Source: an optimization exercise on an open RTL-to-GDS flow (aim: small area, a short achievable clock period and few clock cycles per item). Production flows keep margins and buffers that such runs may drop.
Function was checked by simulation only, so behaviour that the tests miss may differ from the original.

File: flow/config.mk
export PLATFORM = sky130hd
export DESIGN_NAME = fp_div_top
export DESIGN_NICKNAME = fp_div_top
export VERILOG_FILES = /design/flow/design.v
export SDC_FILE = /design/flow/constraint.sdc
export NUM_CORES = 4
export LEC_CHECK = 0
export CAP_MARGIN = 20
export CORE_MARGIN = 2
export CORE_UTILIZATION = 40
export SLEW_MARGIN = 20
File: flow/constraint.sdc
create_clock -name core_clock -period 15.0 [get_ports {clk}]
set_input_delay 3.0000 -clock core_clock [delete_from_list [all_inputs] [get_ports {clk}]]
set_output_delay 3.0000 -clock core_clock [all_outputs]
set_load 0.01 [all_outputs]
File: flow/design.v
`default_nettype none
package fp_div_pkg;
    typedef enum logic [1:0]
    {
        CLASS_NORMAL,
        CLASS_ZERO,
        CLASS_EXCEPTION
    } op_class_t;
    typedef logic [23:0] sig_t;
    typedef logic [23+1:0] rem_t;
    typedef logic [25-1:0] quot_t;
    typedef logic signed [8+1:0] exp_t;
endpackage
`default_nettype wire
`default_nettype none
module fp_div_classify
(
    input  wire logic                        clk,
    input  wire logic                        reset,
    input  wire logic                        in_valid,
    input  wire logic [8+23:0] a,
    input  wire logic [8+23:0] b,
    output logic                             out_valid,
    output logic                             sign,
    output logic signed [8+1:0] exp_diff,
    output logic [1:0] op_class,
    output logic [23:0] divisor,
    output logic [23+1:0] rem,
    output logic [25-1:0] quot
);
    localparam int SIGN_BIT = 8 + 23;
    logic [8-1:0] a_exp;
    logic [8-1:0] b_exp;
    logic [23-1:0] a_frac;
    logic [23-1:0] b_frac;
    logic                 a_exp_max;
    logic                 b_exp_max;
    logic                 a_zero;
    logic                 b_zero;
    fp_div_pkg::op_class_t            class_next;
    assign a_exp  = a[SIGN_BIT-1:23];
    assign b_exp  = b[SIGN_BIT-1:23];
    assign a_frac = a[23-1:0];
    assign b_frac = b[23-1:0];
    assign a_exp_max = (a_exp == 8'(255));
    assign b_exp_max = (b_exp == 8'(255));
    assign a_zero = (a_exp == '0);
    assign b_zero = (b_exp == '0);
    always_comb
    begin
        if (a_exp_max || b_exp_max || b_zero)
            class_next = fp_div_pkg::CLASS_EXCEPTION;
        else if (a_zero)
            class_next = fp_div_pkg::CLASS_ZERO;
        else
            class_next = fp_div_pkg::CLASS_NORMAL;
    end
    always_ff @(posedge clk)
    begin
        if (reset)
            out_valid <= 1'b0;
        else
            out_valid <= in_valid;
    end
    always_ff @(posedge clk)
    begin
        sign     <= a[SIGN_BIT] ^ b[SIGN_BIT];
        exp_diff <= fp_div_pkg::exp_t'({2'b00, a_exp}) - fp_div_pkg::exp_t'({2'b00, b_exp});
        op_class <= class_next;
        divisor  <= {1'b1, b_frac};
        rem      <= {2'b01, a_frac};
        quot     <= '0;
    end
endmodule
`default_nettype wire
`default_nettype none
module fp_div_mant_stage
#(
    parameter int BITS = 5
)
(
    input  wire logic      clk,
    input  wire logic      reset,
    input  wire logic      in_valid,
    input  wire logic      in_sign,
    input  wire logic signed [8+1:0] in_exp_diff,
    input  wire logic [1:0] in_op_class,
    input  wire logic [23:0] in_divisor,
    input  wire logic [23+1:0] in_rem,
    input  wire logic [25-1:0] in_quot,
    output logic           out_valid,
    output logic           out_sign,
    output logic signed [8+1:0] out_exp_diff,
    output logic [1:0] out_op_class,
    output logic [23:0] out_divisor,
    output logic [23+1:0] out_rem,
    output logic [25-1:0] out_quot
);
    localparam int REM_W = 23 + 2;
    logic [REM_W:0] diff;
    logic           q_bit;
    fp_div_pkg::rem_t           rem_next;
    fp_div_pkg::quot_t          quot_next;
    always_comb
    begin
        rem_next  = in_rem;
        quot_next = in_quot;
        diff      = '0;
        q_bit     = 1'b0;
        for (int i = 0; i < BITS; i++)
        begin
            diff  = {1'b0, rem_next} - {2'b00, in_divisor};
            q_bit = ~diff[REM_W];
            if (q_bit)
                rem_next = diff[REM_W-1:0];
            rem_next  = {rem_next[REM_W-2:0], 1'b0};
            quot_next = {quot_next[25-2:0], q_bit};
        end
    end
    always_ff @(posedge clk)
    begin
        if (reset)
            out_valid <= 1'b0;
        else
            out_valid <= in_valid;
    end
    always_ff @(posedge clk)
    begin
        out_sign     <= in_sign;
        out_exp_diff <= in_exp_diff;
        out_op_class <= in_op_class;
        out_divisor  <= in_divisor;
        out_rem      <= rem_next;
        out_quot     <= quot_next;
    end
endmodule
`default_nettype wire
`default_nettype none
module fp_div_pack
(
    input  wire logic                   clk,
    input  wire logic                   reset,
    input  wire logic                   in_valid,
    input  wire logic                   in_sign,
    input  wire logic signed [8+1:0] in_exp_diff,
    input  wire logic [1:0] in_op_class,
    input  wire logic [25-1:0] in_quot,
    output logic                        out_valid,
    output logic [8+23:0] result,
    output logic                        exception,
    output logic                        overflow,
    output logic                        underflow
);
    logic                          norm_hi;
    logic [23-1:0]          frac;
    fp_div_pkg::exp_t                          exp_res;
    logic                          ovf;
    logic                          unf;
    logic [8+23:0]  result_next;
    assign norm_hi = in_quot[25-1];
    assign frac    = norm_hi ? in_quot[25-2:1] : in_quot[25-3:0];
    assign exp_res = in_exp_diff + (norm_hi ? fp_div_pkg::exp_t'(127) : fp_div_pkg::exp_t'(127 - 1));
    assign ovf = (in_op_class == fp_div_pkg::CLASS_NORMAL) && (exp_res >= fp_div_pkg::exp_t'(255));
    assign unf = (in_op_class == fp_div_pkg::CLASS_NORMAL) && (exp_res <= fp_div_pkg::exp_t'(0));
    always_comb
    begin
        case (in_op_class)
            fp_div_pkg::CLASS_EXCEPTION:
                result_next = '1;
            fp_div_pkg::CLASS_ZERO:
                result_next = {in_sign, {(8 + 23){1'b0}}};
            default:
            begin
                if (ovf)
                    result_next = {in_sign, {8{1'b1}}, {23{1'b0}}};
                else if (unf)
                    result_next = {in_sign, {(8 + 23){1'b0}}};
                else
                    result_next = {in_sign, exp_res[8-1:0], frac};
            end
        endcase
    end
    always_ff @(posedge clk)
    begin
        if (reset)
        begin
            out_valid <= 1'b0;
            exception <= 1'b0;
            overflow  <= 1'b0;
            underflow <= 1'b0;
        end
        else
        begin
            out_valid <= in_valid;
            exception <= in_valid && (in_op_class == fp_div_pkg::CLASS_EXCEPTION);
            overflow  <= in_valid && ovf;
            underflow <= in_valid && unf;
        end
    end
    always_ff @(posedge clk)
    begin
        result <= result_next;
    end
endmodule
`default_nettype wire
`default_nettype none
module fp_div_top
(
    input  wire logic                        clk,
    input  wire logic                        reset,
    input  wire logic                        in_valid,
    input  wire logic [8+23:0] a,
    input  wire logic [8+23:0] b,
    output logic                             out_valid,
    output logic [8+23:0]     result,
    output logic                             exception,
    output logic                             overflow,
    output logic                             underflow
);
    logic      st_valid    [0:5];
    logic      st_sign     [0:5];
    fp_div_pkg::exp_t      st_exp_diff [0:5];
    fp_div_pkg::op_class_t st_op_class [0:5];
    fp_div_pkg::sig_t      st_divisor  [0:5];
    fp_div_pkg::rem_t      st_rem      [0:5];
    fp_div_pkg::quot_t     st_quot     [0:5];
    fp_div_classify u_classify
    (
        .clk       (clk),
        .reset     (reset),
        .in_valid  (in_valid),
        .a         (a),
        .b         (b),
        .out_valid (st_valid[0]),
        .sign      (st_sign[0]),
        .exp_diff  (st_exp_diff[0]),
        .op_class  (st_op_class[0]),
        .divisor   (st_divisor[0]),
        .rem       (st_rem[0]),
        .quot      (st_quot[0])
    );
    for (genvar i = 0; i < 5; i++)
    begin : g_div
        fp_div_mant_stage
        #(
            .BITS (5)
        )
        u_stage
        (
            .clk          (clk),
            .reset        (reset),
            .in_valid     (st_valid[i]),
            .in_sign      (st_sign[i]),
            .in_exp_diff  (st_exp_diff[i]),
            .in_op_class  (st_op_class[i]),
            .in_divisor   (st_divisor[i]),
            .in_rem       (st_rem[i]),
            .in_quot      (st_quot[i]),
            .out_valid    (st_valid[i+1]),
            .out_sign     (st_sign[i+1]),
            .out_exp_diff (st_exp_diff[i+1]),
            .out_op_class (st_op_class[i+1]),
            .out_divisor  (st_divisor[i+1]),
            .out_rem      (st_rem[i+1]),
            .out_quot     (st_quot[i+1])
        );
    end
    fp_div_pack u_pack
    (
        .clk         (clk),
        .reset       (reset),
        .in_valid    (st_valid[5]),
        .in_sign     (st_sign[5]),
        .in_exp_diff (st_exp_diff[5]),
        .in_op_class (st_op_class[5]),
        .in_quot     (st_quot[5]),
        .out_valid   (out_valid),
        .result      (result),
        .exception   (exception),
        .overflow    (overflow),
        .underflow   (underflow)
    );
endmodule
`default_nettype wire
File: flow/run.sh
#!/bin/bash
# synth_recipe.tcl (not shown) runs the flow's synth.tcl, then flattens the netlist and writes it again
# the make line also repeats each setting of config.mk as NAME=value (left out here)
make -C /OpenROAD-flow-scripts/flow DESIGN_CONFIG=/design/flow/config.mk WORK_HOME=/design/flow/orfs CLKGATE_MAP_FILE= SYNTH_SCRIPT=/design/flow/synth_recipe.tcl finish
==> run summary <==
critical path, delay by kind of cell (launching register included):
| family | cells | cell delay [ns] |
|---|---|---|
| adder cells (fa/ha/maj) | 5 | 1.60 |
| flip-flops | 1 | 0.36 |
| buffers and inverters | 4 | 0.70 |
| AND/OR/NAND/NOR | 8 | 1.01 |
| AO/OA/AOI/OAI | 47 | 9.88 |
| multiplexers | 2 | 0.63 |
placed cells by master (no fill, tap or decap), drive strengths merged, types with 102 or more instances in the layout:
master / instances
clkdlybuf4s50: 102
o21ai: 362
buf: 626
xnor2: 277
ha: 563
inv: 307
a21oi: 461
dfxtp: 423
xor2: 167
mux2: 242
o21a: 103
nor2: 379
a21o: 203
nand2: 362
area by class of cell:
class / instances / area (µm²)
diodes: 2 / 5.00
clock buffers: 55 / 1260
clock inverters: 36 / 455
fillers: 9967 / 50900
inverters: 303 / 1150
multi-input cells: 4229 / 31700
flip-flops and latches: 423 / 8470
well taps: 1368 / 1710
repair buffers: 730 / 5940
kinds of logic (layout without fill, tap and decap cells):
kind of cell / Yosys count / after routing / share of synthesized area (%)
XOR/XNOR: 444 / 444 / 9.50
buffers and inverters: 398 / 1124 / 3.74
other: 0 / 2 / 0
adder cells (fa/ha/maj): 570 / 570 / 17.6
AND/OR/NAND/NOR: 1323 / 1323 / 15.4
multiplexers: 297 / 297 / 8.09
AO/OA/AOI/OAI: 1593 / 1595 / 25.0
flip-flops: 423 / 423 / 20.7
per-layer routing:
metal | track usage (%) | vias up | share of wire, %
met5 | 0 | - | 0
met4 | 5.78 | 0 | 2.5
met3 | 2.20 | 146 | 3.5
met2 | 39.3 | 610 | 48
met1 | 29.1 | 18100 | 46
li1 | - | 19800 | -
worst min-delay path by stage:
stage | depth (start not counted) | to | slack [ns]
after floorplan | 0 | g_div[0].u_stage.out_exp_diff[0] | 0.31
after global placement | 0 | g_div[3].u_stage.out_quot[14] | 0.31
after detailed placement | 0 | g_div[2].u_stage.out_exp_diff[0] | 0.31
after CTS | 0 | g_div[3].u_stage.out_quot[12] | 0.30
after global routing | 0 | g_div[3].u_stage.out_quot[12] | 0.31
final | 0 | g_div[3].u_stage.out_quot[12] | 0.32
flip-flops by register name, summed over array words and instances (netlist names), 9 cells and up:
name,flops
u_classify.exp_diff,9
g_div.u_stage.out_op_class,10
u_classify.rem,23
g_div.u_stage.out_quot,75
u_pack.result,32
g_div.u_stage.out_exp_diff,45
g_div.u_stage.out_divisor,92
g_div.u_stage.out_rem,96
u_classify.divisor,23
timing repair:
action / CTS / global route
gates cloned: 0 / 4
pin swaps: 7 / 43
setup buffers: 3 / 22
setup endpoints to repair: 76 / 101
gates resized for setup: 47 / 154
==> impl_metrics.env <==
export IMPL_synthTopCellsByArea="dfxtp_1 21%, ha_1 17%, mux2_2 6.4%"
export IMPL_crit_type="flip-flop to flip-flop"
export IMPL_syn_avg_cell_area_um2=8.11
export IMPL_dp_cells=7024
export IMPL_crit_end="g_div[4].u_stage.out_quot[0]"
export IMPL_reg2reg_setup_slack_ns=0.69
export IMPL_die_h_um=324
export IMPL_critPathLaunch="g_div[3].u_stage.out_divisor[7]"
export IMPL_ys_warn_count=11
export IMPL_cts_tree="built"
export IMPL_worstHoldPathType="flip-flop to flip-flop"
export IMPL_grt_antenna_before_repair=6
export IMPL_htreeDepth=2
export IMPL_synth_top_area_share_pct=20.7
export IMPL_yosysSeqAreaShare_pct=20.7
export IMPL_holdWs_ns=0.316
export IMPL_crit_path_start_kind="flip-flop"
export IMPL_synth_most_common_cell="ha_1"
export IMPL_die_x_um=324
export IMPL_post_place_ws_ns=-1.03
export IMPL_fin_cells=7146
export IMPL_yosysTopAreaCell="dfxtp_1"
export IMPL_r2r_end="g_div[4].u_stage.out_quot[0]"
export IMPL_hold_violations=0
export IMPL_grt_first_pass_wirelength_mm=191
export IMPL_start_util_pct=40.3
export IMPL_io_pins=103
export IMPL_ctsHoldBuffers=0
export IMPL_status="no timing/DRC/antenna violations"
export IMPL_core_um2=102000
export IMPL_cts_buffers=49
export IMPL_die_area_um2=105000
export IMPL_fmax_mhz=69.9
export IMPL_slowest_stage="a2111oi_2"
export IMPL_grtUsageTotal_pct=22.4
export IMPL_cp_max_fo=11
export IMPL_max_slew_margin_rel_pct=47.9
export IMPL_postLayoutCoreUtil_pct=49.9
export IMPL_synth_edf_count=0
export IMPL_wire_per_inst_um=17.0
export IMPL_worstHoldStart="g_div[2].u_stage.out_quot[7]"
export IMPL_worstPathArrival_ns=14.84
export IMPL_clkSinkCount=423
export IMPL_syn_instance_count=5048
export IMPL_place_congestion=0.917
export IMPL_port_buffer_count=102
export IMPL_end_kind="flip-flop"
export IMPL_cpPeakStageDelay_ns=0.45
export IMPL_clk_latency_ns=0.65
export IMPL_first_global_vias=36900
export IMPL_row_count=117
export IMPL_path_clk_slew_ns=0.07
export IMPL_grt_overflow=0
export IMPL_worst_slack_ns=0.686
export IMPL_vias=38600
export IMPL_syn_nets=5685
export IMPL_synthToLayoutAreaGrowth_pct=23.8
export IMPL_dpl_cell_area_um2=48000
export IMPL_totalWireLength_mm=121
export IMPL_fin_crit_sh_pct=95.4
export IMPL_reg2reg_from="g_div[3].u_stage.out_divisor[7]"
export IMPL_grt_max_degree=36
export IMPL_final_area_um2=50700
export IMPL_finalCriticalPeriod_ns=14.31
export IMPL_ys_types=92
export IMPL_finalSetupTns_ns=0
export IMPL_avgViaCountPerCell=5.41
export IMPL_async_flop_share_pct=0
export IMPL_ys_seq_elements=423
export IMPL_drt_initial_drc_count=2032
export IMPL_worstPathRequired_ns=15.52
export IMPL_netlist_top_cells_count="563 x ha_1, 461 x a21oi_1, 423 x dfxtp_1"
export IMPL_ant_nets=0
export IMPL_reg2regPathDepth=66
export IMPL_syn_cell_area_um2=40900
export IMPL_drt_drc_violations_left=0
export IMPL_place_hpwl_mm=100
export IMPL_drt_first_pass_iters=7
export IMPL_drive_gt1_share_pct=20.0
export IMPL_finalSetupViolCount=0
export IMPL_worst_slew_pin_transition_ns=0.777
export IMPL_num_nets_final=6373
export IMPL_cts_buffer_depth=3
export IMPL_root_buffer="clkbuf_16"
export IMPL_fin_worst_skew_ns=0.0366
export IMPL_slew_violations=0
export IMPL_cap_violations=0
export IMPL_synth_flop_cell="dfxtp_1"
Testbench counts, summed over its fixed seeds: cycles 16,048, items 16,000.

## separate check: timing with driven ports
The flow's constraints put no driver on any port. The routed layout listed below was extracted and timed again, unchanged, in two steps. Step 1, drivers: a clkbuf_16 drives clk and a buf_2 each remaining input, both assumed. Step 2, shift: input delay + t, output delay - t, t = (earliest + latest rising clock arrival at the registers) / 2. This alone moves slack from input paths to output paths. Slacks: ideal / step 1 / step 2; pairs: ideal / step 1.
t, ns: 0.700
setup slack, ns: 0.686 / 0.686 / 0.686
worst hold slack (ns): 0.316 / 0.316 / 0.316
slew at the worst register clock pin (ns): 0.07 / 0.07
After both steps this run still meets setup and hold. For this run, drivers alone change the setup slack by 0.000 ns; drivers and shift together by 0.000 ns.
